Source: an optimization exercise on an open RTL-to-GDS flow (aim: small area). Production flows keep margins and buffers that such runs may drop.
RTL that was checked went through simulation tests only; none was proved equivalent to the original.
For runs 1 and 2, only the layout was checked, not whether the RTL still works.

**flow/config.mk**
```make
export PLATFORM = sky130hd
export DESIGN_NAME = cordic
export DESIGN_NICKNAME = cordic
export VERILOG_FILES = /design/flow/design.v
export SDC_FILE = /design/flow/constraint.sdc
export NUM_CORES = 4
export LEC_CHECK = 0
export CAP_MARGIN = 20
export CORE_MARGIN = 2
export CORE_UTILIZATION = 40
export CTS_BUF_LIST = sky130_fd_sc_hd__clkbuf_16
export CTS_CLUSTER_DIAMETER = 90
export CTS_CLUSTER_SIZE = 24
export SLEW_MARGIN = 20
export SYNTH_HIERARCHICAL = 1
export SYNTH_MINIMUM_KEEP_SIZE = 0
```
**flow/constraint.sdc**
```tcl
create_clock -name core_clock -period 5.0 [get_ports {clk}]
set_input_delay 1.0000 -clock core_clock [delete_from_list [all_inputs] [get_ports {clk}]]
set_output_delay 1.0000 -clock core_clock [all_outputs]
set_load 0.01 [all_outputs]
```
**flow/design.v**
```verilog
package cordic_pkg;
  localparam int NSTAGES_DEF = 11;
endpackage
module cc_xor (input logic a, input logic b, output logic y);
  assign y = a ^ b;
endmodule
module cc_xnor (input logic a, input logic b, output logic y);
  assign y = ~(a ^ b);
endmodule
module cc_nand (input logic a, input logic b, output logic y);
  assign y = ~(a & b);
endmodule
module cc_nand2b (input logic an, input logic b, output logic y);
  assign y = ~(~an & b);
endmodule
module cc_fa (input logic a, input logic b, input logic c, output logic s, output logic co);
  assign s  = a ^ b ^ c;
  assign co = (a & (b | c)) | (b & c);
endmodule
module cordic_add #(parameter int N = 18, parameter bit INVB = 1'b0, parameter int NFA = 0) (
  input  logic [N-1:0] a,
  input  logic [N-1:0] b,
  input  logic         ci,
  output logic [N-1:0] s,
  output logic         co
);
  logic [N:0]   c;
  logic [N-1:0] bb;
  assign c[0] = ci;
  assign bb = INVB ? ~b : b;
  for (genvar i = 0; i < N; i++) begin : g_bit
    if (i < NFA) begin : g_fa
      cc_fa u_fa (.a(a[i]), .b(bb[i]), .c(c[i]), .s(s[i]), .co(c[i+1]));
    end else begin : g_nand
      logic p, ng, t;
      if (INVB) begin : g_inv
        cc_xnor   u_p (.a(a[i]), .b(b[i]), .y(p));
        cc_nand2b u_g (.an(b[i]), .b(a[i]), .y(ng));
      end else begin : g_pos
        cc_xor    u_p (.a(a[i]), .b(b[i]), .y(p));
        cc_nand   u_g (.a(a[i]), .b(b[i]), .y(ng));
      end
      cc_nand u_t (.a(p), .b(c[i]), .y(t));
      cc_nand u_c (.a(ng), .b(t), .y(c[i+1]));
      cc_xor  u_s (.a(p), .b(c[i]), .y(s[i]));
    end
  end
  assign co = c[N];
endmodule
module cordic
(
  input  logic               clk,
  input  logic               reset,
  input  logic               enable,
  input  logic signed [30:0] i_xval,
  input  logic signed [30:0] i_yval,
  input  logic        [11:0] i_phase,
  output logic signed [31:0] o_xval,
  output logic signed [31:0] o_yval
);
  logic [3:0] cnt;
  always_ff @(posedge clk) begin
    if (reset) cnt <= '0;
    else if (enable && cnt != 4'd12) cnt <= cnt + 4'd1;
  end
  logic [31:0] ax, ay;
  logic [1:0]  aq;
  logic [9:0]  ap;
  logic        qd_x, qd_y, mi_x, mi_y;
  assign qd_x = (i_phase[11:10] == 2'd2);
  assign qd_y = (i_phase[11:10] == 2'd1);
  always_comb begin
    case ({i_phase[11:10], ~i_phase[9]})
      3'd0: {mi_x, mi_y} = 2'b01;
      3'd1: {mi_x, mi_y} = 2'b10;
      3'd2: {mi_x, mi_y} = 2'b11;
      3'd3: {mi_x, mi_y} = 2'b00;
      3'd4: {mi_x, mi_y} = 2'b10;
      3'd5: {mi_x, mi_y} = 2'b01;
      3'd6: {mi_x, mi_y} = 2'b00;
      3'd7: {mi_x, mi_y} = 2'b11;
      default: {mi_x, mi_y} = 2'b00;
    endcase
  end
  always_ff @(posedge clk) begin
    if (enable) begin
      ax <= ({i_xval[30], i_xval} - {31'd0, qd_x}) ^ {32{mi_x}};
      ay <= ({i_yval[30], i_yval} - {31'd0, qd_y}) ^ {32{mi_y}};
      aq <= i_phase[11:10];
      ap <= i_phase[9:0];
    end
  end
  logic        n1;
  logic        c_x, c_y, dx;
  logic signed [15:0] r1, r2;
  assign r1 = {2'b00, ap, 4'b0000} - 16'd8192;
  assign n1 = r1[15];
  assign r2 = n1 ? r1 + 16'sd4836 : r1 - 16'sd4836;
  always_comb begin
    case ({aq, n1})
      3'd0: {c_x, c_y, dx} = 3'b100;
      3'd1: {c_x, c_y, dx} = 3'b011;
      3'd2: {c_x, c_y, dx} = 3'b111;
      3'd3: {c_x, c_y, dx} = 3'b000;
      3'd4: {c_x, c_y, dx} = 3'b010;
      3'd5: {c_x, c_y, dx} = 3'b101;
      3'd6: {c_x, c_y, dx} = 3'b001;
      3'd7: {c_x, c_y, dx} = 3'b110;
      default: {c_x, c_y, dx} = 3'b000;
    endcase
  end
  logic [14:0] hxl, hyl, hyt;
  logic        hxc, hyc;
  cordic_add #(.NFA(3), .N(15), .INVB(1'b0)) u_p0xl (.a(ax[14:0]), .b(ay[14:0]), .ci(c_x), .s(hxl), .co(hxc));
  cordic_add #(.NFA(3), .N(15), .INVB(1'b1)) u_p0yl (.a(ax[14:0]), .b(ay[14:0]), .ci(c_y), .s(hyt), .co(hyc));
  assign hyl = hyt ^ {15{dx}};
  logic [17:3] xl1, yl1;   
  logic [17:2] xl2, yl2;   
  logic [17:0] xl [3:11];
  logic [17:0] yl [3:11];
  logic [16:0] xh [0:10];
  logic [16:0] yh [0:10];
  logic        cx [1:11];
  logic        cy [1:11];
  logic        nr [1:10];    
  logic        fd [2:11];    
  logic [11:0] rr2;   
  logic [12:0] rr3;   
  logic [10:0] rr4;   
  logic [10:0] rr5;   
  logic [9:0] rr6;   
  logic [7:0] rr7;   
  logic [7:0] rr8;   
  logic [1:0] dq8;   
  logic [0:0] dq9;   
  logic        m_dx;   
  always_ff @(posedge clk) begin
    if (enable) begin
      xl1 <= hxl;
      yl1 <= hyl;
      cx[1] <= hxc;
      cy[1] <= hyc;
      xh[0] <= ax[31:15];
      yh[0] <= ay[31:15];
      m_dx  <= dx;
      nr[1] <= n1;
      rr2   <= r2[13:2];
    end
  end
  logic [16:0] xh1n, yh1n;
  logic [16:0] yh1t;
  cordic_add #(.NFA(3), .N(17), .INVB(1'b0)) u_p0xh (.a(xh[0]), .b(yh[0]), .ci(cx[1]), .s(xh1n), .co());
  cordic_add #(.NFA(3), .N(17), .INVB(1'b1)) u_p0yh (.a(xh[0]), .b(yh[0]), .ci(cy[1]), .s(yh1t), .co());
  assign yh1n = yh1t ^ {17{m_dx}};
  logic [17:2] xl1s, yl1s, xl1a, yl1n;
  logic        xl1c, yl1c;
  assign xl1s = {xh1n[0], xl1[17:3]};
  assign yl1s = {yh1n[0], yl1[17:3]};
  cordic_add #(.NFA(3), .N(16), .INVB(1'b1)) u_xl1 (.a({xl1, nr[1]}), .b(yl1s), .ci(1'b1), .s(xl1a), .co(xl1c));
  cordic_add #(.NFA(3), .N(16), .INVB(1'b0)) u_yl1 (.a({yl1, 1'b0}), .b(xl1s), .ci(nr[1]), .s(yl1n), .co(yl1c));
  logic signed [13:0] rf2;
  assign rf2 = {rr2, 2'd0};
  logic nn1, ff1;
  assign nn1 = rf2[13];
  assign ff1 = nr[1] ^ nn1;
  logic signed [14:0] rn3;
  assign rn3 = nn1 ? rf2 + 15'sd2555 : rf2 - 15'sd2555;
  always_ff @(posedge clk) begin
    if (enable) begin
      xl2 <= xl1a ^ {16{ff1}};
      yl2 <= yl1n;
      cx[2] <= xl1c;
      cy[2] <= yl1c;
      xh[1] <= xh1n;
      yh[1] <= yh1n;
      fd[2] <= ff1;
      nr[2] <= nn1;
      rr3 <= rn3[12:0];
    end
  end
  logic [16:0] xh2n, yh2n, xh2s, yh2s, xh2a;
  logic signed [16:0] xh2q, yh2q;
  assign xh2q = xh[1];
  assign yh2q = yh[1];
  assign xh2s = xh2q >>> 1;
  assign yh2s = yh2q >>> 1;
  cordic_add #(.NFA(3), .N(17), .INVB(1'b1)) u_xh2 (.a(xh[1]), .b(yh2s), .ci(cx[2]), .s(xh2a), .co());
  cordic_add #(.NFA(3), .N(17), .INVB(1'b0)) u_yh2 (.a(yh[1]), .b(xh2s), .ci(cy[2]), .s(yh2n), .co());
  assign xh2n = xh2a ^ {17{fd[2]}};
  logic [17:0] xl2s, yl2s, xl2a, yl2n;
  logic        xl2c, yl2c;
  assign xl2s = {xh2n[1:0], xl2};
  assign yl2s = {yh2n[1:0], yl2};
  cordic_add #(.NFA(3), .N(18), .INVB(1'b1)) u_xl2 (.a({xl2, {2{nr[2]}}}), .b(yl2s), .ci(1'b1), .s(xl2a), .co(xl2c));
  cordic_add #(.NFA(3), .N(18), .INVB(1'b0)) u_yl2 (.a({yl2, 2'b00}), .b(xl2s), .ci(nr[2]), .s(yl2n), .co(yl2c));
  logic signed [12:0] rf3;
  assign rf3 = rr3;
  logic nn2, ff2;
  assign nn2 = rf3[12];
  assign ff2 = nr[2] ^ nn2;
  logic signed [13:0] rn4;
  assign rn4 = nn2 ? rf3 + 14'sd1297 : rf3 - 14'sd1297;
  always_ff @(posedge clk) begin
    if (enable) begin
      xl[3] <= xl2a ^ {18{ff2}};
      yl[3] <= yl2n;
      cx[3] <= xl2c;
      cy[3] <= yl2c;
      xh[2] <= xh2n;
      yh[2] <= yh2n;
      fd[3] <= ff2;
      nr[3] <= nn2;
      rr4 <= rn4[11:1];
    end
  end
  logic [16:0] xh3n, yh3n, xh3s, yh3s, xh3a;
  logic signed [16:0] xh3q, yh3q;
  assign xh3q = xh[2];
  assign yh3q = yh[2];
  assign xh3s = xh3q >>> 2;
  assign yh3s = yh3q >>> 2;
  cordic_add #(.NFA(3), .N(17), .INVB(1'b1)) u_xh3 (.a(xh[2]), .b(yh3s), .ci(cx[3]), .s(xh3a), .co());
  cordic_add #(.NFA(3), .N(17), .INVB(1'b0)) u_yh3 (.a(yh[2]), .b(xh3s), .ci(cy[3]), .s(yh3n), .co());
  assign xh3n = xh3a ^ {17{fd[3]}};
  logic [17:0] xl3s, yl3s, xl3a, yl3n;
  logic        xl3c, yl3c;
  assign xl3s = {xh3n[2:0], xl[3][17:3]};
  assign yl3s = {yh3n[2:0], yl[3][17:3]};
  cordic_add #(.NFA(3), .N(18), .INVB(1'b1)) u_xl3 (.a(xl[3]), .b(yl3s), .ci(1'b1), .s(xl3a), .co(xl3c));
  cordic_add #(.NFA(3), .N(18), .INVB(1'b0)) u_yl3 (.a(yl[3]), .b(xl3s), .ci(nr[3]), .s(yl3n), .co(yl3c));
  logic signed [11:0] rf4;
  assign rf4 = {rr4, 1'd0};
  logic nn3, ff3;
  assign nn3 = rf4[11];
  assign ff3 = nr[3] ^ nn3;
  logic signed [12:0] rn5;
  assign rn5 = nn3 ? rf4 + 13'sd651 : rf4 - 13'sd651;
  always_ff @(posedge clk) begin
    if (enable) begin
      xl[4] <= xl3a ^ {18{ff3}};
      yl[4] <= yl3n;
      cx[4] <= xl3c;
      cy[4] <= yl3c;
      xh[3] <= xh3n;
      yh[3] <= yh3n;
      fd[4] <= ff3;
      nr[4] <= nn3;
      rr5 <= rn5[10:0];
    end
  end
  logic [16:0] xh4n, yh4n, xh4s, yh4s, xh4a;
  logic signed [16:0] xh4q, yh4q;
  assign xh4q = xh[3];
  assign yh4q = yh[3];
  assign xh4s = xh4q >>> 3;
  assign yh4s = yh4q >>> 3;
  cordic_add #(.NFA(3), .N(17), .INVB(1'b1)) u_xh4 (.a(xh[3]), .b(yh4s), .ci(cx[4]), .s(xh4a), .co());
  cordic_add #(.NFA(3), .N(17), .INVB(1'b0)) u_yh4 (.a(yh[3]), .b(xh4s), .ci(cy[4]), .s(yh4n), .co());
  assign xh4n = xh4a ^ {17{fd[4]}};
  logic [17:0] xl4s, yl4s, xl4a, yl4n;
  logic        xl4c, yl4c;
  assign xl4s = {xh4n[3:0], xl[4][17:4]};
  assign yl4s = {yh4n[3:0], yl[4][17:4]};
  cordic_add #(.NFA(3), .N(18), .INVB(1'b1)) u_xl4 (.a(xl[4]), .b(yl4s), .ci(1'b1), .s(xl4a), .co(xl4c));
  cordic_add #(.NFA(3), .N(18), .INVB(1'b0)) u_yl4 (.a(yl[4]), .b(xl4s), .ci(nr[4]), .s(yl4n), .co(yl4c));
  logic signed [10:0] rf5;
  assign rf5 = rr5;
  logic nn4, ff4;
  assign nn4 = rf5[10];
  assign ff4 = nr[4] ^ nn4;
  logic signed [11:0] rn6;
  assign rn6 = nn4 ? rf5 + 12'sd326 : rf5 - 12'sd326;
  always_ff @(posedge clk) begin
    if (enable) begin
      xl[5] <= xl4a ^ {18{ff4}};
      yl[5] <= yl4n;
      cx[5] <= xl4c;
      cy[5] <= yl4c;
      xh[4] <= xh4n;
      yh[4] <= yh4n;
      fd[5] <= ff4;
      nr[5] <= nn4;
      rr6 <= rn6[9:0];
    end
  end
  logic [16:0] xh5n, yh5n, xh5s, yh5s, xh5a;
  logic signed [16:0] xh5q, yh5q;
  assign xh5q = xh[4];
  assign yh5q = yh[4];
  assign xh5s = xh5q >>> 4;
  assign yh5s = yh5q >>> 4;
  cordic_add #(.NFA(3), .N(17), .INVB(1'b1)) u_xh5 (.a(xh[4]), .b(yh5s), .ci(cx[5]), .s(xh5a), .co());
  cordic_add #(.NFA(3), .N(17), .INVB(1'b0)) u_yh5 (.a(yh[4]), .b(xh5s), .ci(cy[5]), .s(yh5n), .co());
  assign xh5n = xh5a ^ {17{fd[5]}};
  logic [17:0] xl5s, yl5s, xl5a, yl5n;
  logic        xl5c, yl5c;
  assign xl5s = {xh5n[4:0], xl[5][17:5]};
  assign yl5s = {yh5n[4:0], yl[5][17:5]};
  cordic_add #(.NFA(3), .N(18), .INVB(1'b1)) u_xl5 (.a(xl[5]), .b(yl5s), .ci(1'b1), .s(xl5a), .co(xl5c));
  cordic_add #(.NFA(3), .N(18), .INVB(1'b0)) u_yl5 (.a(yl[5]), .b(xl5s), .ci(nr[5]), .s(yl5n), .co(yl5c));
  logic signed [9:0] rf6;
  assign rf6 = rr6;
  logic nn5, ff5;
  assign nn5 = rf6[9];
  assign ff5 = nr[5] ^ nn5;
  logic signed [10:0] rn7;
  assign rn7 = nn5 ? rf6 + 11'sd163 : rf6 - 11'sd163;
  always_ff @(posedge clk) begin
    if (enable) begin
      xl[6] <= xl5a ^ {18{ff5}};
      yl[6] <= yl5n;
      cx[6] <= xl5c;
      cy[6] <= yl5c;
      xh[5] <= xh5n;
      yh[5] <= yh5n;
      fd[6] <= ff5;
      nr[6] <= nn5;
      rr7 <= rn7[8:1];
    end
  end
  logic [16:0] xh6n, yh6n, xh6s, yh6s, xh6a;
  logic signed [16:0] xh6q, yh6q;
  assign xh6q = xh[5];
  assign yh6q = yh[5];
  assign xh6s = xh6q >>> 5;
  assign yh6s = yh6q >>> 5;
  cordic_add #(.NFA(3), .N(17), .INVB(1'b1)) u_xh6 (.a(xh[5]), .b(yh6s), .ci(cx[6]), .s(xh6a), .co());
  cordic_add #(.NFA(3), .N(17), .INVB(1'b0)) u_yh6 (.a(yh[5]), .b(xh6s), .ci(cy[6]), .s(yh6n), .co());
  assign xh6n = xh6a ^ {17{fd[6]}};
  logic [17:0] xl6s, yl6s, xl6a, yl6n;
  logic        xl6c, yl6c;
  assign xl6s = {xh6n[5:0], xl[6][17:6]};
  assign yl6s = {yh6n[5:0], yl[6][17:6]};
  cordic_add #(.NFA(3), .N(18), .INVB(1'b1)) u_xl6 (.a(xl[6]), .b(yl6s), .ci(1'b1), .s(xl6a), .co(xl6c));
  cordic_add #(.NFA(3), .N(18), .INVB(1'b0)) u_yl6 (.a(yl[6]), .b(xl6s), .ci(nr[6]), .s(yl6n), .co(yl6c));
  logic signed [8:0] rf7;
  assign rf7 = {rr7, 1'd0};
  logic nn6, ff6;
  assign nn6 = rf7[8];
  assign ff6 = nr[6] ^ nn6;
  logic signed [9:0] rn8;
  assign rn8 = nn6 ? rf7 + 10'sd81 : rf7 - 10'sd81;
  always_ff @(posedge clk) begin
    if (enable) begin
      xl[7] <= xl6a ^ {18{ff6}};
      yl[7] <= yl6n;
      cx[7] <= xl6c;
      cy[7] <= yl6c;
      xh[6] <= xh6n;
      yh[6] <= yh6n;
      fd[7] <= ff6;
      nr[7] <= nn6;
      rr8 <= rn8[7:0];
    end
  end
  logic [16:0] xh7n, yh7n, xh7s, yh7s, xh7a;
  logic signed [16:0] xh7q, yh7q;
  assign xh7q = xh[6];
  assign yh7q = yh[6];
  assign xh7s = xh7q >>> 6;
  assign yh7s = yh7q >>> 6;
  cordic_add #(.NFA(3), .N(17), .INVB(1'b1)) u_xh7 (.a(xh[6]), .b(yh7s), .ci(cx[7]), .s(xh7a), .co());
  cordic_add #(.NFA(3), .N(17), .INVB(1'b0)) u_yh7 (.a(yh[6]), .b(xh7s), .ci(cy[7]), .s(yh7n), .co());
  assign xh7n = xh7a ^ {17{fd[7]}};
  logic [17:0] xl7s, yl7s, xl7a, yl7n;
  logic        xl7c, yl7c;
  assign xl7s = {xh7n[6:0], xl[7][17:7]};
  assign yl7s = {yh7n[6:0], yl[7][17:7]};
  cordic_add #(.NFA(3), .N(18), .INVB(1'b1)) u_xl7 (.a(xl[7]), .b(yl7s), .ci(1'b1), .s(xl7a), .co(xl7c));
  cordic_add #(.NFA(3), .N(18), .INVB(1'b0)) u_yl7 (.a(yl[7]), .b(xl7s), .ci(nr[7]), .s(yl7n), .co(yl7c));
  logic signed [7:0] rf8;
  assign rf8 = rr8;
  logic nn7, ff7;
  assign nn7 = rf8[7];
  assign ff7 = nr[7] ^ nn7;
  logic signed [8:0] rc9;
  assign rc9 = nn7 ? rf8 + 9'sd41 : rf8 - 9'sd41;
  logic nc9;
  assign nc9 = rc9[8];
  logic signed [7:0] rc10;
  assign rc10 = nc9 ? rc9 + 8'sd20 : rc9 - 8'sd20;
  logic nc10;
  assign nc10 = rc10[7];
  always_ff @(posedge clk) begin
    if (enable) begin
      xl[8] <= xl7a ^ {18{ff7}};
      yl[8] <= yl7n;
      cx[8] <= xl7c;
      cy[8] <= yl7c;
      xh[7] <= xh7n;
      yh[7] <= yh7n;
      fd[8] <= ff7;
      nr[8] <= nn7;
      dq8 <= {nc10, nc9};
    end
  end
  logic [16:0] xh8n, yh8n, xh8s, yh8s, xh8a;
  logic signed [16:0] xh8q, yh8q;
  assign xh8q = xh[7];
  assign yh8q = yh[7];
  assign xh8s = xh8q >>> 7;
  assign yh8s = yh8q >>> 7;
  cordic_add #(.NFA(3), .N(17), .INVB(1'b1)) u_xh8 (.a(xh[7]), .b(yh8s), .ci(cx[8]), .s(xh8a), .co());
  cordic_add #(.NFA(3), .N(17), .INVB(1'b0)) u_yh8 (.a(yh[7]), .b(xh8s), .ci(cy[8]), .s(yh8n), .co());
  assign xh8n = xh8a ^ {17{fd[8]}};
  logic [17:0] xl8s, yl8s, xl8a, yl8n;
  logic        xl8c, yl8c;
  assign xl8s = {xh8n[7:0], xl[8][17:8]};
  assign yl8s = {yh8n[7:0], yl[8][17:8]};
  cordic_add #(.NFA(3), .N(18), .INVB(1'b1)) u_xl8 (.a(xl[8]), .b(yl8s), .ci(1'b1), .s(xl8a), .co(xl8c));
  cordic_add #(.NFA(3), .N(18), .INVB(1'b0)) u_yl8 (.a(yl[8]), .b(xl8s), .ci(nr[8]), .s(yl8n), .co(yl8c));
  logic nn8, ff8;
  assign nn8 = dq8[0];
  assign ff8 = nr[8] ^ nn8;
  always_ff @(posedge clk) begin
    if (enable) begin
      xl[9] <= xl8a ^ {18{ff8}};
      yl[9] <= yl8n;
      cx[9] <= xl8c;
      cy[9] <= yl8c;
      xh[8] <= xh8n;
      yh[8] <= yh8n;
      fd[9] <= ff8;
      nr[9] <= nn8;
      dq9 <= dq8[1:1];
    end
  end
  logic [16:0] xh9n, yh9n, xh9s, yh9s, xh9a;
  logic signed [16:0] xh9q, yh9q;
  assign xh9q = xh[8];
  assign yh9q = yh[8];
  assign xh9s = xh9q >>> 8;
  assign yh9s = yh9q >>> 8;
  cordic_add #(.NFA(3), .N(17), .INVB(1'b1)) u_xh9 (.a(xh[8]), .b(yh9s), .ci(cx[9]), .s(xh9a), .co());
  cordic_add #(.NFA(3), .N(17), .INVB(1'b0)) u_yh9 (.a(yh[8]), .b(xh9s), .ci(cy[9]), .s(yh9n), .co());
  assign xh9n = xh9a ^ {17{fd[9]}};
  logic [17:0] xl9s, yl9s, xl9a, yl9n;
  logic        xl9c, yl9c;
  assign xl9s = {xh9n[8:0], xl[9][17:9]};
  assign yl9s = {yh9n[8:0], yl[9][17:9]};
  cordic_add #(.NFA(3), .N(18), .INVB(1'b1)) u_xl9 (.a(xl[9]), .b(yl9s), .ci(1'b1), .s(xl9a), .co(xl9c));
  cordic_add #(.NFA(3), .N(18), .INVB(1'b0)) u_yl9 (.a(yl[9]), .b(xl9s), .ci(nr[9]), .s(yl9n), .co(yl9c));
  logic nn9, ff9;
  assign nn9 = dq9[0];
  assign ff9 = nr[9] ^ nn9;
  always_ff @(posedge clk) begin
    if (enable) begin
      xl[10] <= xl9a ^ {18{ff9}};
      yl[10] <= yl9n;
      cx[10] <= xl9c;
      cy[10] <= yl9c;
      xh[9] <= xh9n;
      yh[9] <= yh9n;
      fd[10] <= ff9;
      nr[10] <= nn9;
    end
  end
  logic [16:0] xh10n, yh10n, xh10s, yh10s, xh10a;
  logic signed [16:0] xh10q, yh10q;
  assign xh10q = xh[9];
  assign yh10q = yh[9];
  assign xh10s = xh10q >>> 9;
  assign yh10s = yh10q >>> 9;
  cordic_add #(.NFA(3), .N(17), .INVB(1'b1)) u_xh10 (.a(xh[9]), .b(yh10s), .ci(cx[10]), .s(xh10a), .co());
  cordic_add #(.NFA(3), .N(17), .INVB(1'b0)) u_yh10 (.a(yh[9]), .b(xh10s), .ci(cy[10]), .s(yh10n), .co());
  assign xh10n = xh10a ^ {17{fd[10]}};
  logic [17:0] xl10s, yl10s, xl10a, yl10n;
  logic        xl10c, yl10c;
  assign xl10s = {xh10n[9:0], xl[10][17:10]};
  assign yl10s = {yh10n[9:0], yl[10][17:10]};
  cordic_add #(.NFA(3), .N(18), .INVB(1'b1)) u_xl10 (.a(xl[10]), .b(yl10s), .ci(1'b1), .s(xl10a), .co(xl10c));
  cordic_add #(.NFA(3), .N(18), .INVB(1'b0)) u_yl10 (.a(yl[10]), .b(xl10s), .ci(nr[10]), .s(yl10n), .co(yl10c));
  logic ff10;
  assign ff10 = nr[10];   
  always_ff @(posedge clk) begin
    if (enable) begin
      xl[11] <= xl10a ^ {18{ff10}};
      yl[11] <= yl10n;
      cx[11] <= xl10c;
      cy[11] <= yl10c;
      xh[10] <= xh10n;
      yh[10] <= yh10n;
      fd[11] <= ff10;
    end
  end
  logic [16:0] xh11s, yh11s, xh11a, xh11n, yh11n;
  logic signed [16:0] xh11q, yh11q;
  assign xh11q = xh[10];
  assign yh11q = yh[10];
  assign xh11s = xh11q >>> 10;
  assign yh11s = yh11q >>> 10;
  cordic_add #(.NFA(0), .N(17), .INVB(1'b1)) u_xh11 (.a(xh[10]), .b(yh11s), .ci(cx[11]), .s(xh11a), .co());
  cordic_add #(.NFA(0), .N(17), .INVB(1'b0)) u_yh11 (.a(yh[10]), .b(xh11s), .ci(cy[11]), .s(yh11n), .co());
  assign xh11n = xh11a ^ {17{fd[11]}};
  logic [15:0] rxl, ryl;
  logic [16:0] rxh, ryh;
  assign rxl = {1'b0, xl[11][17:3]} + {15'd0, xl[11][2]};
  assign ryl = {1'b0, yl[11][17:3]} + {15'd0, yl[11][2]};
  assign rxh = xh11n + {16'd0, rxl[15]};
  assign ryh = yh11n + {16'd0, ryl[15]};
  always_ff @(posedge clk) begin
    if (reset) begin
      o_xval <= '0;
      o_yval <= '0;
    end else if (enable) begin
      if (cnt == 4'd12) begin
        o_xval <= {rxh, rxl[14:0]};
        o_yval <= {ryh, ryl[14:0]};
      end else begin
        o_xval <= '0;
        o_yval <= '0;
      end
    end
  end
endmodule
```
**flow/run.sh**
```bash
#!/bin/bash
# synth_recipe.tcl (not shown) runs the flow's synth.tcl, then flattens the netlist and writes it again
# the make line also repeats each setting of config.mk as NAME=value (left out here)
make -C /OpenROAD-flow-scripts/flow DESIGN_CONFIG=/design/flow/config.mk WORK_HOME=/design/flow/orfs CLKGATE_MAP_FILE= SYNTH_SCRIPT=/design/flow/synth_recipe.tcl finish
```
==> results.py, run 1 <==
metrics = {
    "global_route": {
        "antenna_found_initial": 0,
        "grt_pass1_wl_mm": 166,
        "grt_pass1_vias": 34100,
        "grt_start_max_net_pins": 155,
        "gr-total-overflow": 0,
        "grt_usage_pct": 12.9,
    },
    "cts": {
        "postCtsResizedCells": 0,
        "cts_setup_buffers": 0,
        "hold_buffers": 0,
        "cts_buffers": 52,
        "cts_tree": "yes",
        "insertion_delay_ns": 0.71,
        "clock_sinks": 1011,
        "cts_max_level": 2,
        "cts_buffer_depth": 3,
        "path_clk_slew_ns": 0.09,
        "cts_root_buf": "clkbuf_16",
    },
    "die": {
        "core_area_sq_um": 152000,
        "die_h_microns": 395,
        "die_x_microns": 395,
        "start_util_pct": 40.2,
        "rows": 143,
        "io_pins": 141,
        "dieArea_sq_um": 156000,
    },
    "sta": {
        "worst_clock_skew_ns": 0.0695,
        "maxSlewHeadroom_pct": 29.7,
        "worstMarginPinSlew_ns": 1.05,
        "setup-violations-final": 0,
        "hold_violations": 0,
        "slew_viol_final": 0,
        "setup_tns_ns": 0,
        "fin_crit_ns": 4.49,
        "fmax_mhz": 223,
        "timing.hold.ws_ns": 0.425,
        "period_share_pct": 89.8,
        "rsz0062_at_grt": "false",
    },
    "critical_path": {
        "critPathCaptureType": "flip-flop",
        "slowest_stage": "or4b_2",
        "r2r-start": "xh[10][0]",
        "rrSetupSlack_ns": 0.51,
        "startpoint_type": "flip-flop",
        "crit_fanout": 3,
        "max_stage_delay_ns": 0.68,
        "path_class": "flip-flop to flip-flop",
        "r2r_cells": 32,
        "cpMostUsedCell": "nand2_1",
        "cp.arrival_ns": 5.11,
        "r2r-end": "o_xval[30]",
        "worstPathRequired_ns": 5.62,
    },
    "detailed_routing": {
        "wl_per_cell_microns": 12.7,
        "ant_nets": 0,
        "wl_mm": 100,
        "vias": 34700,
        "drc": 0,
        "drt_iter0_drc": 1068,
        "routed_via_density": 4.39,
        "drt-pass1-iter-count": 5,
    },
    "job": {
        "drv_cap": 0,
    },
    "min_path": {
        "min_path_cells": 0,
        "hold_end": "yh[0][13]",
        "hold_start": "ay[28]",
        "worstHoldPathType": "flip-flop to flip-flop",
    },
    "cells_and_area": {
        "most-common-layout-cells": "1572 x nand2_1, 1212 x xor2_1, 943 x edfxtp_1",
        "multiInputGateArea_sq_um": 30800,
        "drive_gt1_share_pct": 2.57,
        "layout_commonest_cell": "nand2_1",
        "regArea_sq_um": 29700,
        "area_growth_pct": 9.60,
        "fillerInstances": 14300,
        "instances_no_fill": 7898,
        "nets": 6104,
        "antenna_cells": 0,
    },
    "synth": {
        "synth_cells": 5659,
        "netlist_area_sq_um": 61000,
        "yosys_warnings": 23,
        "syn_avg_cell_area_sq_um": 10.8,
    },
    "placed_design": {
        "place_congestion": 0.844,
        "port_buffers": 140,
        "hpwlAfterDp_mm": 80.0,
        "dp.cells": 7815,
    },
    "status": {
        "outcome": "finished clean",
    },
}
sequential cells by signal (all words and copies together) (netlist names), 32 cells and up:
signal,cells
o_xval,32
xh,187
ax,32
yl,160
xl,160
o_yval,32
yh,187
ay,32
layout make-up:
cell class	instances	share of cell area (%)
Tap cell	2030	3.80
Sequential cell	1011	44.4
Multi-Input combinational cell	4467	46.0
Clock buffer	54	2.02
Clock inverter	29	0.421
Inverter	122	0.684
Timing Repair Buffer	185	2.71
metrics by stage:
stage / worst slack [ns] / util, % / area, sq um
2_1_floorplan: 0.268 / - / 61100
3_3_place_gp: 0.408 / 43.0 / 65300
3_5_place_dp: 0.473 / 43.0 / 65300
4_1_cts: 0.480 / 44.1 / 66900
5_1_grt: 0.137 / 44.1 / 66900
6_report: 0.509 / 44.1 / 66900
metal layers:
| metal | part of all wire [%] | GRT usage (%) | vias up |
|---|---|---|---|
| met4 | 3.3 | 4.44 | 0 |
| met2 | 57 | 26.9 | 339 |
| met5 | 0 | 0 | - |
| li1 | - | - | 18800 |
| met1 | 38 | 12.9 | 15400 |
| met3 | 2.5 | 1.53 | 150 |
critical path: cells and delay by family, from the launching register on:
family / cells / cell delay [ns]
and+or+nand+nor: 28 / 3.18
DFF: 1 / 0.42
xor gates and xnor gates: 2 / 0.34
AOI/OAI and AO/OA: 1 / 0.34
muxes: 1 / 0.19
how the worst max path moves through the flow:
| stage | start | endpoint | depth (start not counted) | slack, ns |
|---|---|---|---|---|
| 2_1_floorplan | ap[9] | yl1[17] | 31 | 0.27 |
| 3_3_place_gp | yh[10][10] | o_xval[30] | 32 | 0.41 |
| 3_5_place_dp | xh[10][0] | o_xval[30] | 32 | 0.47 |
| 4_1_cts | xh[10][0] | o_xval[30] | 32 | 0.48 |
| 5_1_grt | yh[10][10] | o_xval[30] | 32 | 0.14 |
| 6_report | xh[10][0] | o_xval[30] | 32 | 0.51 |
==> run 2, diff against run 1 <==
==> flow/flow/run.sh (new file) <==
#!/bin/bash
# The standard layout, with the port buffers made from the smallest buffer
# cell instead of the default delay buffer.  Each ORFS step writes its own log
# under orfs/logs; the make output goes to standard.log.
set -euo pipefail
export BUFFER_PORTS_ARGS="-buffer_cell sky130_fd_sc_hd__buf_1"
bash standard.sh > standard.log 2>&1
==> flow/standard.sh (new file) <==
#!/bin/bash
# synth_recipe.tcl (not shown) runs the flow's synth.tcl, then flattens the netlist and writes it again
# the make line also repeats each setting of config.mk as NAME=value (left out here)
make -C /OpenROAD-flow-scripts/flow DESIGN_CONFIG=/design/flow/config.mk WORK_HOME=/design/flow/orfs CLKGATE_MAP_FILE= SYNTH_SCRIPT=/design/flow/synth_recipe.tcl "${@:-finish}"
removed: flow/run.sh
==> results.py, run 2 <==
metrics = {
    "synth": {
        "netlist_area_sq_um": 61000,
        "yosys_warnings": 23,
        "syn_avg_cell_area_sq_um": 10.8,
        "synth_cells": 5659,
    },
    "sta": {
        "slew_viol_final": 0,
        "period_share_pct": 89.3,
        "hold_violations": 0,
        "worstMarginPinSlew_ns": 1.09,
        "worst_clock_skew_ns": 0.0628,
        "layout_setup_ws_ns": 0.533,
        "rsz0062_at_grt": "false",
        "fmax_mhz": 224,
        "fin_crit_ns": 4.47,
        "maxSlewHeadroom_pct": 27.3,
        "setup_tns_ns": 0,
        "setup-violations-final": 0,
        "timing.hold.ws_ns": 0.421,
    },
    "critical_path": {
        "cpMostUsedCell": "nand2_1",
        "max_stage_delay_ns": 0.67,
        "startpoint_type": "flip-flop",
        "cp.arrival_ns": 5.08,
        "r2r_cells": 32,
        "worstPathRequired_ns": 5.61,
        "critPathCaptureType": "flip-flop",
        "crit_fanout": 3,
        "rrSetupSlack_ns": 0.53,
        "slowest_stage": "or4b_2",
        "path_class": "flip-flop to flip-flop",
    },
    "global_route": {
        "grt_pass1_wl_mm": 165,
        "antenna_found_initial": 0,
        "grt_start_max_net_pins": 137,
        "grt_pass1_vias": 33800,
        "grt_usage_pct": 12.9,
        "gr-total-overflow": 0,
    },
    "cts": {
        "cts_tree": "yes",
        "hold_buffers": 0,
        "cts_buffers": 51,
        "cts_root_buf": "clkbuf_16",
        "cts_buffer_depth": 3,
        "cts_setup_buffers": 0,
        "path_clk_slew_ns": 0.10,
        "cts_max_level": 2,
        "insertion_delay_ns": 0.69,
        "postCtsResizedCells": 0,
        "clock_sinks": 1011,
    },
    "placed_design": {
        "hpwlAfterDp_mm": 80.9,
        "pre_cts_slack_ns": 0.477,
        "dp.cells": 7814,
        "place_congestion": 0.830,
        "port_buffers": 140,
    },
    "job": {
        "drv_cap": 0,
    },
    "die": {
        "io_pins": 141,
        "die_x_microns": 395,
        "die_h_microns": 395,
        "rows": 143,
        "start_util_pct": 40.2,
        "dieArea_sq_um": 156000,
        "core_area_sq_um": 152000,
    },
    "cells_and_area": {
        "final_util_pct": 43.5,
        "fillerInstances": 14400,
        "layout_commonest_cell": "nand2_1",
        "area_growth_pct": 8.08,
        "most-common-layout-cells": "1572 x nand2_1, 1212 x xor2_1, 943 x edfxtp_1",
        "nets": 6102,
        "instances_no_fill": 7890,
        "antenna_cells": 0,
        "drive_gt1_share_pct": 2.39,
        "top_regs": "xh x187, yh x187",
    },
    "status": {
        "outcome": "finished clean",
    },
    "min_path": {
        "min_path_cells": 0,
        "worstHoldPathType": "flip-flop to flip-flop",
    },
    "detailed_routing": {
        "wl_per_cell_microns": 12.6,
        "drc": 0,
        "wl_mm": 99.6,
        "drt_iter0_drc": 992,
        "ant_nets": 0,
        "vias": 34700,
        "routed_via_density": 4.40,
        "drt-pass1-iter-count": 5,
    },
}
## run 2: cell types whose count changed in the layout (fill, tap and decap cells not counted), sizes merged
cell and delta:
clkinvlp -1, clkdlybuf4s50 -138, buf +136, inv +1
clkbuf -1, clkinv -4, bufinv -1
## run 2: path summary, 6_finish.rpt
check        startpoint    endpoint
max           xh[10][0]  o_xval[30]
min              ay[21]    yh[0][6]
min reg2reg      ay[21]    yh[0][6]
max reg2reg   xh[10][0]  o_xval[30]
## run 2: critical path: cells and delay by family (launching register included)
| kind | cells | cell delay [ns] |
|---|---|---|
| AOI/OAI and AO/OA | 1 | 0.33 |
| xor gates and xnor gates | 2 | 0.35 |
| DFF | 1 | 0.42 |
| muxes | 1 | 0.21 |
| and+or+nand+nor | 28 | 3.10 |
## run 2: area by class of cell
cell class | instances | area (sq um) | share of cell area, %
Clock inverter | 24 | 220 | 0.334
Multi-Input combinational cell | 4467 | 30800 | 46.7
Clock buffer | 52 | 1300 | 1.97
Timing Repair Buffer | 184 | 998 | 1.51
Sequential cell | 1011 | 29700 | 45.0
Inverter | 122 | 458 | 0.694
Tap cell | 2030 | 2540 | 3.85
## run 2: per-stage QoR
step	instance area, sq um
after floorplan	61100
after detailed placement	64500
final	66000
after global routing	66000
after global placement	64500
after CTS	66000
## run 2: metal layers
layer  GRT usage [%]  wire length [microns]
met5               0                      0
met4            4.19                   3200
met3            1.42                   2290
met2            26.7                  56400
met1            13.1                  37700
==> run 3, diff against run 2 <==
--- a/flow/design.v
+++ b/flow/design.v
@@ -125,13 +125,16 @@
   logic        nr [1:10];    
   logic        fd [2:11];    
-  logic [11:0] rr2;   
-  logic [12:0] rr3;   
-  logic [10:0] rr4;   
-  logic [10:0] rr5;   
-  logic [9:0] rr6;   
-  logic [7:0] rr7;   
-  logic [7:0] rr8;   
-  logic [1:0] dq8;   
-  logic [0:0] dq9;   
+  logic [11:0] rs1;   
+  logic [0:0] dk2;   
+  logic [10:0] rs2;   
+  logic [1:0] dk3;   
+  logic [9:0] rs3;   
+  logic [2:0] dk4;   
+  logic [7:0] rs4;   
+  logic [4:0] dk5;   
+  logic [3:0] dk6;   
+  logic [2:0] dk7;   
+  logic [1:0] dk8;   
+  logic [0:0] dk9;   
   logic        m_dx;   
   always_ff @(posedge clk) begin
@@ -145,5 +148,5 @@
       m_dx  <= dx;
       nr[1] <= n1;
-      rr2   <= r2[13:2];
+      rs1   <= r2[13:2];
     end
   end
@@ -159,11 +162,13 @@
   cordic_add #(.NFA(3), .N(16), .INVB(1'b1)) u_xl1 (.a({xl1, nr[1]}), .b(yl1s), .ci(1'b1), .s(xl1a), .co(xl1c));
   cordic_add #(.NFA(3), .N(16), .INVB(1'b0)) u_yl1 (.a({yl1, 1'b0}), .b(xl1s), .ci(nr[1]), .s(yl1n), .co(yl1c));
-  logic signed [13:0] rf2;
-  assign rf2 = {rr2, 2'd0};
+  logic signed [13:0] rv1_2;
+  assign rv1_2 = {rs1, 2'd0};
+  logic signed [14:0] rv1_3;
+  assign rv1_3 = rv1_2[13] ? rv1_2 + 15'sd2555 : rv1_2 - 15'sd2555;
+  logic signed [15:0] rv1_4;
+  assign rv1_4 = rv1_3[14] ? rv1_3 + 16'sd1297 : rv1_3 - 16'sd1297;
   logic nn1, ff1;
-  assign nn1 = rf2[13];
+  assign nn1 = rv1_2[13];
   assign ff1 = nr[1] ^ nn1;
-  logic signed [14:0] rn3;
-  assign rn3 = nn1 ? rf2 + 15'sd2555 : rf2 - 15'sd2555;
   always_ff @(posedge clk) begin
     if (enable) begin
@@ -176,5 +181,6 @@
       fd[2] <= ff1;
       nr[2] <= nn1;
-      rr3 <= rn3[12:0];
+      dk2 <= {rv1_3[14]};
+      rs2 <= rv1_4[11:1];
     end
   end
@@ -194,11 +200,13 @@
   cordic_add #(.NFA(3), .N(18), .INVB(1'b1)) u_xl2 (.a({xl2, {2{nr[2]}}}), .b(yl2s), .ci(1'b1), .s(xl2a), .co(xl2c));
   cordic_add #(.NFA(3), .N(18), .INVB(1'b0)) u_yl2 (.a({yl2, 2'b00}), .b(xl2s), .ci(nr[2]), .s(yl2n), .co(yl2c));
-  logic signed [12:0] rf3;
-  assign rf3 = rr3;
+  logic signed [11:0] rv2_4;
+  assign rv2_4 = {rs2, 1'd0};
+  logic signed [12:0] rv2_5;
+  assign rv2_5 = rv2_4[11] ? rv2_4 + 13'sd651 : rv2_4 - 13'sd651;
+  logic signed [13:0] rv2_6;
+  assign rv2_6 = rv2_5[12] ? rv2_5 + 14'sd326 : rv2_5 - 14'sd326;
   logic nn2, ff2;
-  assign nn2 = rf3[12];
+  assign nn2 = dk2[0];
   assign ff2 = nr[2] ^ nn2;
-  logic signed [13:0] rn4;
-  assign rn4 = nn2 ? rf3 + 14'sd1297 : rf3 - 14'sd1297;
   always_ff @(posedge clk) begin
     if (enable) begin
@@ -211,5 +219,6 @@
       fd[3] <= ff2;
       nr[3] <= nn2;
-      rr4 <= rn4[11:1];
+      dk3 <= {rv2_5[12], rv2_4[11]};
+      rs3 <= rv2_6[9:0];
     end
   end
@@ -229,11 +238,13 @@
   cordic_add #(.NFA(3), .N(18), .INVB(1'b1)) u_xl3 (.a(xl[3]), .b(yl3s), .ci(1'b1), .s(xl3a), .co(xl3c));
   cordic_add #(.NFA(3), .N(18), .INVB(1'b0)) u_yl3 (.a(yl[3]), .b(xl3s), .ci(nr[3]), .s(yl3n), .co(yl3c));
-  logic signed [11:0] rf4;
-  assign rf4 = {rr4, 1'd0};
+  logic signed [9:0] rv3_6;
+  assign rv3_6 = rs3;
+  logic signed [10:0] rv3_7;
+  assign rv3_7 = rv3_6[9] ? rv3_6 + 11'sd163 : rv3_6 - 11'sd163;
+  logic signed [11:0] rv3_8;
+  assign rv3_8 = rv3_7[10] ? rv3_7 + 12'sd81 : rv3_7 - 12'sd81;
   logic nn3, ff3;
-  assign nn3 = rf4[11];
+  assign nn3 = dk3[0];
   assign ff3 = nr[3] ^ nn3;
-  logic signed [12:0] rn5;
-  assign rn5 = nn3 ? rf4 + 13'sd651 : rf4 - 13'sd651;
   always_ff @(posedge clk) begin
     if (enable) begin
@@ -246,5 +257,6 @@
       fd[4] <= ff3;
       nr[4] <= nn3;
-      rr5 <= rn5[10:0];
+      dk4 <= {rv3_7[10], rv3_6[9], dk3[1]};
+      rs4 <= rv3_8[7:0];
     end
   end
@@ -264,11 +276,13 @@
   cordic_add #(.NFA(3), .N(18), .INVB(1'b1)) u_xl4 (.a(xl[4]), .b(yl4s), .ci(1'b1), .s(xl4a), .co(xl4c));
   cordic_add #(.NFA(3), .N(18), .INVB(1'b0)) u_yl4 (.a(yl[4]), .b(xl4s), .ci(nr[4]), .s(yl4n), .co(yl4c));
-  logic signed [10:0] rf5;
-  assign rf5 = rr5;
+  logic signed [7:0] rv4_8;
+  assign rv4_8 = rs4;
+  logic signed [8:0] rv4_9;
+  assign rv4_9 = rv4_8[7] ? rv4_8 + 9'sd41 : rv4_8 - 9'sd41;
+  logic signed [9:0] rv4_10;
+  assign rv4_10 = rv4_9[8] ? rv4_9 + 10'sd20 : rv4_9 - 10'sd20;
   logic nn4, ff4;
-  assign nn4 = rf5[10];
+  assign nn4 = dk4[0];
   assign ff4 = nr[4] ^ nn4;
-  logic signed [11:0] rn6;
-  assign rn6 = nn4 ? rf5 + 12'sd326 : rf5 - 12'sd326;
   always_ff @(posedge clk) begin
     if (enable) begin
@@ -281,5 +295,5 @@
       fd[5] <= ff4;
       nr[5] <= nn4;
-      rr6 <= rn6[9:0];
+      dk5 <= {rv4_10[9], rv4_9[8], rv4_8[7], dk4[2], dk4[1]};
     end
   end
@@ -299,11 +313,7 @@
   cordic_add #(.NFA(3), .N(18), .INVB(1'b1)) u_xl5 (.a(xl[5]), .b(yl5s), .ci(1'b1), .s(xl5a), .co(xl5c));
   cordic_add #(.NFA(3), .N(18), .INVB(1'b0)) u_yl5 (.a(yl[5]), .b(xl5s), .ci(nr[5]), .s(yl5n), .co(yl5c));
-  logic signed [9:0] rf6;
-  assign rf6 = rr6;
   logic nn5, ff5;
-  assign nn5 = rf6[9];
+  assign nn5 = dk5[0];
   assign ff5 = nr[5] ^ nn5;
-  logic signed [10:0] rn7;
-  assign rn7 = nn5 ? rf6 + 11'sd163 : rf6 - 11'sd163;
   always_ff @(posedge clk) begin
     if (enable) begin
@@ -316,5 +326,5 @@
       fd[6] <= ff5;
       nr[6] <= nn5;
-      rr7 <= rn7[8:1];
+      dk6 <= {dk5[4], dk5[3], dk5[2], dk5[1]};
     end
   end
@@ -334,11 +344,7 @@
   cordic_add #(.NFA(3), .N(18), .INVB(1'b1)) u_xl6 (.a(xl[6]), .b(yl6s), .ci(1'b1), .s(xl6a), .co(xl6c));
   cordic_add #(.NFA(3), .N(18), .INVB(1'b0)) u_yl6 (.a(yl[6]), .b(xl6s), .ci(nr[6]), .s(yl6n), .co(yl6c));
-  logic signed [8:0] rf7;
-  assign rf7 = {rr7, 1'd0};
   logic nn6, ff6;
-  assign nn6 = rf7[8];
+  assign nn6 = dk6[0];
   assign ff6 = nr[6] ^ nn6;
-  logic signed [9:0] rn8;
-  assign rn8 = nn6 ? rf7 + 10'sd81 : rf7 - 10'sd81;
   always_ff @(posedge clk) begin
     if (enable) begin
@@ -351,5 +357,5 @@
       fd[7] <= ff6;
       nr[7] <= nn6;
-      rr8 <= rn8[7:0];
+      dk7 <= {dk6[3], dk6[2], dk6[1]};
     end
   end
@@ -369,17 +375,7 @@
   cordic_add #(.NFA(3), .N(18), .INVB(1'b1)) u_xl7 (.a(xl[7]), .b(yl7s), .ci(1'b1), .s(xl7a), .co(xl7c));
   cordic_add #(.NFA(3), .N(18), .INVB(1'b0)) u_yl7 (.a(yl[7]), .b(xl7s), .ci(nr[7]), .s(yl7n), .co(yl7c));
-  logic signed [7:0] rf8;
-  assign rf8 = rr8;
   logic nn7, ff7;
-  assign nn7 = rf8[7];
+  assign nn7 = dk7[0];
   assign ff7 = nr[7] ^ nn7;
-  logic signed [8:0] rc9;
-  assign rc9 = nn7 ? rf8 + 9'sd41 : rf8 - 9'sd41;
-  logic nc9;
-  assign nc9 = rc9[8];
-  logic signed [7:0] rc10;
-  assign rc10 = nc9 ? rc9 + 8'sd20 : rc9 - 8'sd20;
-  logic nc10;
-  assign nc10 = rc10[7];
   always_ff @(posedge clk) begin
     if (enable) begin
@@ -392,5 +388,5 @@
       fd[8] <= ff7;
       nr[8] <= nn7;
-      dq8 <= {nc10, nc9};
+      dk8 <= {dk7[2], dk7[1]};
     end
   end
@@ -411,5 +407,5 @@
   cordic_add #(.NFA(3), .N(18), .INVB(1'b0)) u_yl8 (.a(yl[8]), .b(xl8s), .ci(nr[8]), .s(yl8n), .co(yl8c));
   logic nn8, ff8;
-  assign nn8 = dq8[0];
+  assign nn8 = dk8[0];
   assign ff8 = nr[8] ^ nn8;
   always_ff @(posedge clk) begin
@@ -423,5 +419,5 @@
       fd[9] <= ff8;
       nr[9] <= nn8;
-      dq9 <= dq8[1:1];
+      dk9 <= {dk8[1]};
     end
   end
@@ -442,5 +438,5 @@
   cordic_add #(.NFA(3), .N(18), .INVB(1'b0)) u_yl9 (.a(yl[9]), .b(xl9s), .ci(nr[9]), .s(yl9n), .co(yl9c));
   logic nn9, ff9;
-  assign nn9 = dq9[0];
+  assign nn9 = dk9[0];
   assign ff9 = nr[9] ^ nn9;
   always_ff @(posedge clk) begin
==> flow/run.sh (new file) <==
#!/bin/bash
# synth_recipe.tcl (not shown) runs the flow's synth.tcl, then flattens the netlist and writes it again
# the make line also repeats each setting of config.mk as NAME=value (left out here)
make -C /OpenROAD-flow-scripts/flow DESIGN_CONFIG=/design/flow/config.mk WORK_HOME=/design/flow/orfs CLKGATE_MAP_FILE= SYNTH_SCRIPT=/design/flow/synth_recipe.tcl finish
removed: flow/flow/run.sh
removed: flow/standard.sh
==> results.py, run 3 <==
metrics = {
    "status": {
        "outcome": "finished clean",
    },
    "global_route": {
        "grt_util_met1_pct": 12.7,
        "gr-total-overflow": 0,
        "grt_pass1_vias": 33800,
        "antenna_found_initial": 0,
        "grt_pass1_wl_mm": 165,
        "grtUsageMet3_pct": 1.53,
        "grt_busiest_layer": "met2",
        "grt_start_max_net_pins": 217,
        "grt_usage_pct": 12.8,
        "gr-usage-met2_pct": 26.6,
    },
    "die": {
        "core_area_sq_um": 152000,
        "die_x_microns": 394,
        "start_util_pct": 40.2,
        "die_h_microns": 394,
        "rows": 143,
        "io_pins": 141,
        "dieArea_sq_um": 155000,
    },
    "cells_and_area": {
        "drive_gt1_share_pct": 2.49,
        "antenna_cells": 0,
        "nets": 6119,
        "multiInputGateArea_sq_um": 30900,
        "fin_area_sq_um": 66600,
        "top_regs": "xh x187, yh x187",
        "most-common-layout-cells": "1593 x nand2_1, 1205 x xor2_1, 934 x edfxtp_1",
        "fillerInstances": 14300,
        "layout_commonest_cell": "nand2_1",
        "regArea_sq_um": 29400,
        "area_growth_pct": 9.44,
    },
    "sta": {
        "setup_tns_ns": 0,
        "slew_viol_final": 0,
        "setup-violations-final": 0,
        "hold_violations": 0,
        "fin_crit_ns": 4.32,
        "worstMarginPinSlew_ns": 1.08,
        "maxSlewHeadroom_pct": 28.0,
        "rsz0062_at_grt": "false",
        "fmax_mhz": 231,
        "period_share_pct": 86.5,
        "worst_clock_skew_ns": 0.0737,
    },
    "critical_path": {
        "crit_fanout": 3,
        "startpoint_type": "flip-flop",
        "cpMostUsedCell": "nand2_1",
        "max_stage_delay_ns": 0.42,
        "critPathCaptureType": "flip-flop",
        "cp.arrival_ns": 4.72,
        "slowest_stage": "fa_1",
        "worstPathRequired_ns": 5.39,
        "path_delay_family": "simple AND/OR/NAND/NOR gates",
        "cp.buffers_inverters": 1,
        "path_class": "flip-flop to flip-flop",
    },
    "placed_design": {
        "hpwlAfterDp_mm": 79.1,
        "dpl_cell_area_sq_um": 65000,
        "port_buffers": 140,
        "place_congestion": 0.831,
    },
    "cts": {
        "cts_setup_buffers": 0,
        "hold_buffers": 0,
        "cts_tree": "yes",
        "cts_max_level": 2,
        "cts_buffer_depth": 3,
        "postCtsResizedCells": 0,
        "clock_sinks": 1002,
        "path_clk_slew_ns": 0.09,
        "cts_buffers": 52,
        "insertion_delay_ns": 0.71,
        "cts_root_buf": "clkbuf_16",
    },
    "synth": {
        "synth_cells": 5675,
        "syn_avg_cell_area_sq_um": 10.7,
        "yosys_warnings": 23,
        "netlist_area_sq_um": 60900,
    },
    "detailed_routing": {
        "drt-pass1-iter-count": 5,
        "drt_iter0_drc": 1044,
        "vias": 34700,
        "ant_nets": 0,
        "drc": 0,
        "wl_per_cell_microns": 12.6,
        "routed_via_density": 4.39,
        "wl_mm": 99.2,
    },
    "job": {
        "drv_cap": 0,
    },
    "min_path": {
        "worstHoldPathType": "flip-flop to flip-flop",
    },
}
## run 3: stage by stage
| step | cells | worst slack (ns) | utilization [%] | hold WS (ns) |
|---|---|---|---|---|
| after detailed placement | 7823 | 0.696 | 42.9 | 0.405 |
| after global routing | 7902 | 0.196 | 44.0 | 0.431 |
| after floorplan | 5686 | 1.05 | - | 0.400 |
| after CTS | 7901 | 0.619 | 43.9 | 0.422 |
| final | 7902 | 0.677 | 44.0 | 0.418 |
| after global placement | 7823 | 0.653 | 42.9 | 0.402 |
## run 3: final timing paths
| path | start | to | slack, ns | depth (start not counted) |
|---|---|---|---|---|
| max reg2reg | yl[6][6] | xl[7][17] | 0.68 | 34 |
| min | ay[15] | yh[0][0] | 0.42 | 0 |
| min reg2reg | ay[15] | yh[0][0] | 0.42 | 0 |
| max | yl[6][6] | xl[7][17] | 0.68 | 34 |
## run 3: worst register-to-register path: cells and delay by family, from the launching register on
family / cells / cell delay [ns]
simple gates: 28 / 1.97
fa+ha+maj: 3 / 1.24
flops: 1 / 0.40
xor+xnor: 2 / 0.33
buf+inv: 1 / 0.08
## run 3: layer usage
| layer | vias to the layer above | wire [microns] |
|---|---|---|
| met5 | - | 0 |
| met4 | 0 | 3540 |
| met3 | 140 | 2540 |
| met2 | 359 | 56000 |
| met1 | 15400 | 37200 |
| li1 | 18800 | - |
## run 3: area by class of cell
class | instances | area share, %
Tap cell | 2030 | 3.81
Clock inverter | 25 | 0.383
Inverter | 122 | 0.687
Timing Repair Buffer | 180 | 2.63
Multi-Input combinational cell | 4490 | 46.3
Sequential cell | 1002 | 44.1
Clock buffer | 53 | 1.99

[afterwards: timing with drivers on the ports]
Ports are ideal in the flow. The routed layouts listed here were re-timed in OpenROAD. Step 1, drivers: a clkbuf_16 drives clk and a buf_2 each remaining input, both assumed. Step 2 moves the port delays by t, midway between the first and last clock arrival at a register: inputs arrive t later, outputs are due t later. That takes back most of the time a late clock gives input paths. Three values: ideal, step 1, step 2; two values: the first two.
run | t (ns) | slack for setup (ns) | worst setup path after step 2 | latest minus earliest clock arrival (ns) | worst data-port slew with drivers (ns)
run 1 | 0.748 | 0.509 / 0.509 / 0.509 | register to register | 0.074 / 0.074 | 0.05
run 2 | 0.740 | 0.533 / 0.533 / 0.533 | register to register | 0.066 / 0.066 | 0.04
run 3 | 0.746 | 0.677 / 0.677 / 0.677 | register to register | 0.080 / 0.080 | 0.05
After both steps setup and hold are still met in every run listed.
